Source: an optimization exercise on an open RTL-to-GDS flow (aim: small area). Production flows keep margins and buffers that such runs may drop.
Function was checked by simulation only, so behaviour that the tests miss may differ from the original.

==> flow/design.v <==
package branch_target_buffer_pkg;
    typedef logic [1:0] cnt_t;
    localparam logic [1:0] CNT_SNT   = 2'b00;
    localparam logic [1:0] CNT_WNT   = 2'b01;
    localparam logic [1:0] CNT_WT    = 2'b10;
    localparam logic [1:0] CNT_ST    = 2'b11;
    localparam logic [1:0] CNT_RESET = CNT_WNT;
    localparam logic [1:0] CNT_ALLOC = CNT_WT;
    localparam int BTB_IDX_BITS = 4;
    localparam int BTB_PC_W     = 32;
endpackage
import branch_target_buffer_pkg::*;
module sat_counter2
(
    input  logic [1:0] cur,
    input  logic taken,
    output logic [1:0] next
);
    always_comb begin
        next = cur;
        if (taken && (cur != CNT_ST)) begin
            next = cur + 2'd1;
        end else if (!taken && (cur != CNT_SNT)) begin
            next = cur - 2'd1;
        end
    end
endmodule
import branch_target_buffer_pkg::*;
module branch_target_buffer
#(
    parameter int IDX_BITS = BTB_IDX_BITS,
    parameter int PC_W     = BTB_PC_W
) (
    input  logic            Clk,
    input  logic            Rst,
    input  logic [PC_W-1:0] LookupPC,
    output logic            PredHit,
    output logic            PredTaken,
    output logic [PC_W-1:0] PredTarget,
    input  logic            UpdEn,
    input  logic [PC_W-1:0] UpdPC,
    input  logic            UpdTaken,
    input  logic [PC_W-1:0] UpdTarget,
    input  logic            UpdMispredict,
    output logic [31:0]     MispredictCount
);
    localparam int ENTRIES = 1 << IDX_BITS;
    localparam int TAG_W   = PC_W - IDX_BITS - 2;
    logic [ENTRIES-1:0]             valid_q;
    logic [ENTRIES-1:0][TAG_W-1:0]  tag_q;
    logic [ENTRIES-1:0][PC_W-1:0]   target_q;
    logic [ENTRIES-1:0][1:0]        cnt_q;
    logic [31:0]                    mispredict_count_q;
    logic [IDX_BITS-1:0] lk_idx;
    logic [TAG_W-1:0]    lk_tag;
    logic [IDX_BITS-1:0] upd_idx;
    logic [TAG_W-1:0]    upd_tag;
    logic                upd_hit;
    logic [1:0]          upd_cnt_next;
    logic [1:0]          cnt_new;
    assign lk_idx  = LookupPC[IDX_BITS+1:2];
    assign lk_tag  = LookupPC[PC_W-1:IDX_BITS+2];
    assign upd_idx = UpdPC[IDX_BITS+1:2];
    assign upd_tag = UpdPC[PC_W-1:IDX_BITS+2];
    always_comb begin
        PredHit    = valid_q[lk_idx] && (tag_q[lk_idx] == lk_tag);
        PredTaken  = PredHit && cnt_q[lk_idx][1];
        PredTarget = PredHit ? target_q[lk_idx] : '0;
    end
    assign upd_hit = valid_q[upd_idx] && (tag_q[upd_idx] == upd_tag);
    sat_counter2 u_sat_counter2 (
        .cur   (cnt_q[upd_idx]),
        .taken (UpdTaken),
        .next  (upd_cnt_next)
    );
    assign cnt_new = upd_hit ? upd_cnt_next : CNT_ALLOC;
    always_ff @(posedge Clk) begin
        for (int i = 0; i < ENTRIES; i++) begin
            if (UpdEn && UpdTaken && upd_idx == i) begin
                tag_q[i]    <= upd_tag;
                target_q[i] <= UpdTarget;
            end
            if (UpdEn && (UpdTaken || upd_hit) && upd_idx == i) begin
                cnt_q[i] <= cnt_new;
            end
        end
    end
    always_ff @(posedge Clk or posedge Rst) begin
        if (Rst) begin
            valid_q            <= '0;
            mispredict_count_q <= '0;
        end else begin
            for (int i = 0; i < ENTRIES; i++) begin
                if (UpdEn && UpdTaken && upd_idx == i) valid_q[i] <= 1'b1;
            end
            if (UpdEn && UpdMispredict && (mispredict_count_q != 32'hFFFF_FFFF))
                mispredict_count_q <= mispredict_count_q + 32'd1;
        end
    end
    assign MispredictCount = mispredict_count_q;
endmodule
Settings: LEC_CHECK=0, CAP_MARGIN=20, CORE_MARGIN=2, CORE_UTILIZATION=40, SLEW_MARGIN=20; clock period 7.5 ns.
run.sh (not shown) runs the stock make flow with config.mk's settings and CLKGATE_MAP_FILE= SYNTH_SCRIPT=/design/flow/synth_recipe.tcl, a recipe that flattens the netlist after the stock synthesis.
Change:
--- a/flow/design.v
+++ b/flow/design.v
@@ -45,25 +45,31 @@
     output logic [31:0]     MispredictCount
 );
     localparam int ENTRIES = 1 << IDX_BITS;
     localparam int TAG_W   = PC_W - IDX_BITS - 2;
     logic [ENTRIES-1:0]             valid_q;
+    logic [ENTRIES-1:0]             valid_d;
     logic [ENTRIES-1:0][TAG_W-1:0]  tag_q;
+    logic [ENTRIES-1:0][TAG_W-1:0]  tag_d;
     logic [ENTRIES-1:0][PC_W-1:0]   target_q;
+    logic [ENTRIES-1:0][PC_W-1:0]   target_d;
     logic [ENTRIES-1:0][1:0]        cnt_q;
-    logic [31:0]                    mispredict_count_q;
+    logic [ENTRIES-1:0][1:0]        cnt_d;
+    logic [31:0]       mispredict_count_q;
+    logic [31:0]       mispredict_count_d;
     logic [IDX_BITS-1:0] lk_idx;
     logic [TAG_W-1:0]    lk_tag;
     logic [IDX_BITS-1:0] upd_idx;
     logic [TAG_W-1:0]    upd_tag;
     logic                upd_hit;
-    logic [1:0]          upd_cnt_next;
-    logic [1:0]          cnt_new;
+    logic [1:0]                upd_cnt_next;
+    logic                unused_pc_low;
     assign lk_idx  = LookupPC[IDX_BITS+1:2];
     assign lk_tag  = LookupPC[PC_W-1:IDX_BITS+2];
     assign upd_idx = UpdPC[IDX_BITS+1:2];
     assign upd_tag = UpdPC[PC_W-1:IDX_BITS+2];
+    assign unused_pc_low = ^{LookupPC[1:0], UpdPC[1:0]};
     always_comb begin
         PredHit    = valid_q[lk_idx] && (tag_q[lk_idx] == lk_tag);
         PredTaken  = PredHit && cnt_q[lk_idx][1];
         PredTarget = PredHit ? target_q[lk_idx] : '0;
     end
@@ -71,31 +77,49 @@
     sat_counter2 u_sat_counter2 (
         .cur   (cnt_q[upd_idx]),
         .taken (UpdTaken),
         .next  (upd_cnt_next)
     );
-    assign cnt_new = upd_hit ? upd_cnt_next : CNT_ALLOC;
-    always_ff @(posedge Clk) begin
-        for (int i = 0; i < ENTRIES; i++) begin
-            if (UpdEn && UpdTaken && upd_idx == i) begin
-                tag_q[i]    <= upd_tag;
-                target_q[i] <= UpdTarget;
+    always_comb begin
+        valid_d  = valid_q;
+        tag_d    = tag_q;
+        target_d = target_q;
+        cnt_d    = cnt_q;
+        if (UpdEn) begin
+            if (upd_hit) begin
+                cnt_d[upd_idx] = upd_cnt_next;
+                if (UpdTaken) begin
+                    target_d[upd_idx] = UpdTarget;
+                end
+            end else if (UpdTaken) begin
+                valid_d[upd_idx]  = 1'b1;
+                tag_d[upd_idx]    = upd_tag;
+                target_d[upd_idx] = UpdTarget;
+                cnt_d[upd_idx]    = CNT_ALLOC;
             end
-            if (UpdEn && (UpdTaken || upd_hit) && upd_idx == i) begin
-                cnt_q[i] <= cnt_new;
-            end
+        end
+    end
+    always_comb begin
+        mispredict_count_d = mispredict_count_q;
+        if (UpdEn && UpdMispredict && (mispredict_count_q != 32'hFFFF_FFFF)) begin
+            mispredict_count_d = mispredict_count_q + 32'd1;
         end
     end
     always_ff @(posedge Clk or posedge Rst) begin
         if (Rst) begin
-            valid_q            <= '0;
+            for (int i = 0; i < ENTRIES; i++) begin
+                valid_q[i]  <= 1'b0;
+                tag_q[i]    <= '0;
+                target_q[i] <= '0;
+                cnt_q[i]    <= CNT_RESET;
+            end
             mispredict_count_q <= '0;
         end else begin
-            for (int i = 0; i < ENTRIES; i++) begin
-                if (UpdEn && UpdTaken && upd_idx == i) valid_q[i] <= 1'b1;
-            end
-            if (UpdEn && UpdMispredict && (mispredict_count_q != 32'hFFFF_FFFF))
-                mispredict_count_q <= mispredict_count_q + 32'd1;
+            valid_q            <= valid_d;
+            tag_q              <= tag_d;
+            target_q           <= target_d;
+            cnt_q              <= cnt_d;
+            mispredict_count_q <= mispredict_count_d;
         end
     end
     assign MispredictCount = mispredict_count_q;
 endmodule
After rerunning: Synthesized area increases by 26%; hold slack degrades by 0.025 ns; maximum frequency barely changes; clock skew increases by 0.076 ns; final cell count increases by 69%.

==> port drivers added, routing unchanged <==
In the flow no input, the clock included, has a driving cell. The finished layouts below were timed again as built, in two steps.
Step 1 (the two cells are an assumption about what drives the block):
set clk [get_ports {Clk}]
set_driving_cell -lib_cell sky130_fd_sc_hd__clkbuf_16 $clk
set_driving_cell -lib_cell sky130_fd_sc_hd__buf_2 [delete_from_list [all_inputs] $clk]
Step 2 moves the port delays by t, midway between the first and last clock arrival at a register: inputs arrive t later, outputs are due t later. That takes back most of the time a late clock gives input paths.
a / b / c = ideal / step 1 / step 2; a / b = the first two.
run | t, ns | slack for setup (ns) | hold WS [ns] | worst setup path at the end | cell pins on the clock port's net
the first run | 0.740 | 0.508 / 0.453 / 0.453 | 0.492 / 0.492 / 0.492 | input to output | 1
the second run | 0.851 | 0.488 / 0.436 / 0.318 | 0.467 / 0.467 / 0.467 | input to register | 1
After both steps setup and hold are still met in every run listed. The setup slack of the second run, which loses most, moves by -0.052 ns with the drivers and by -0.170 ns with both steps.
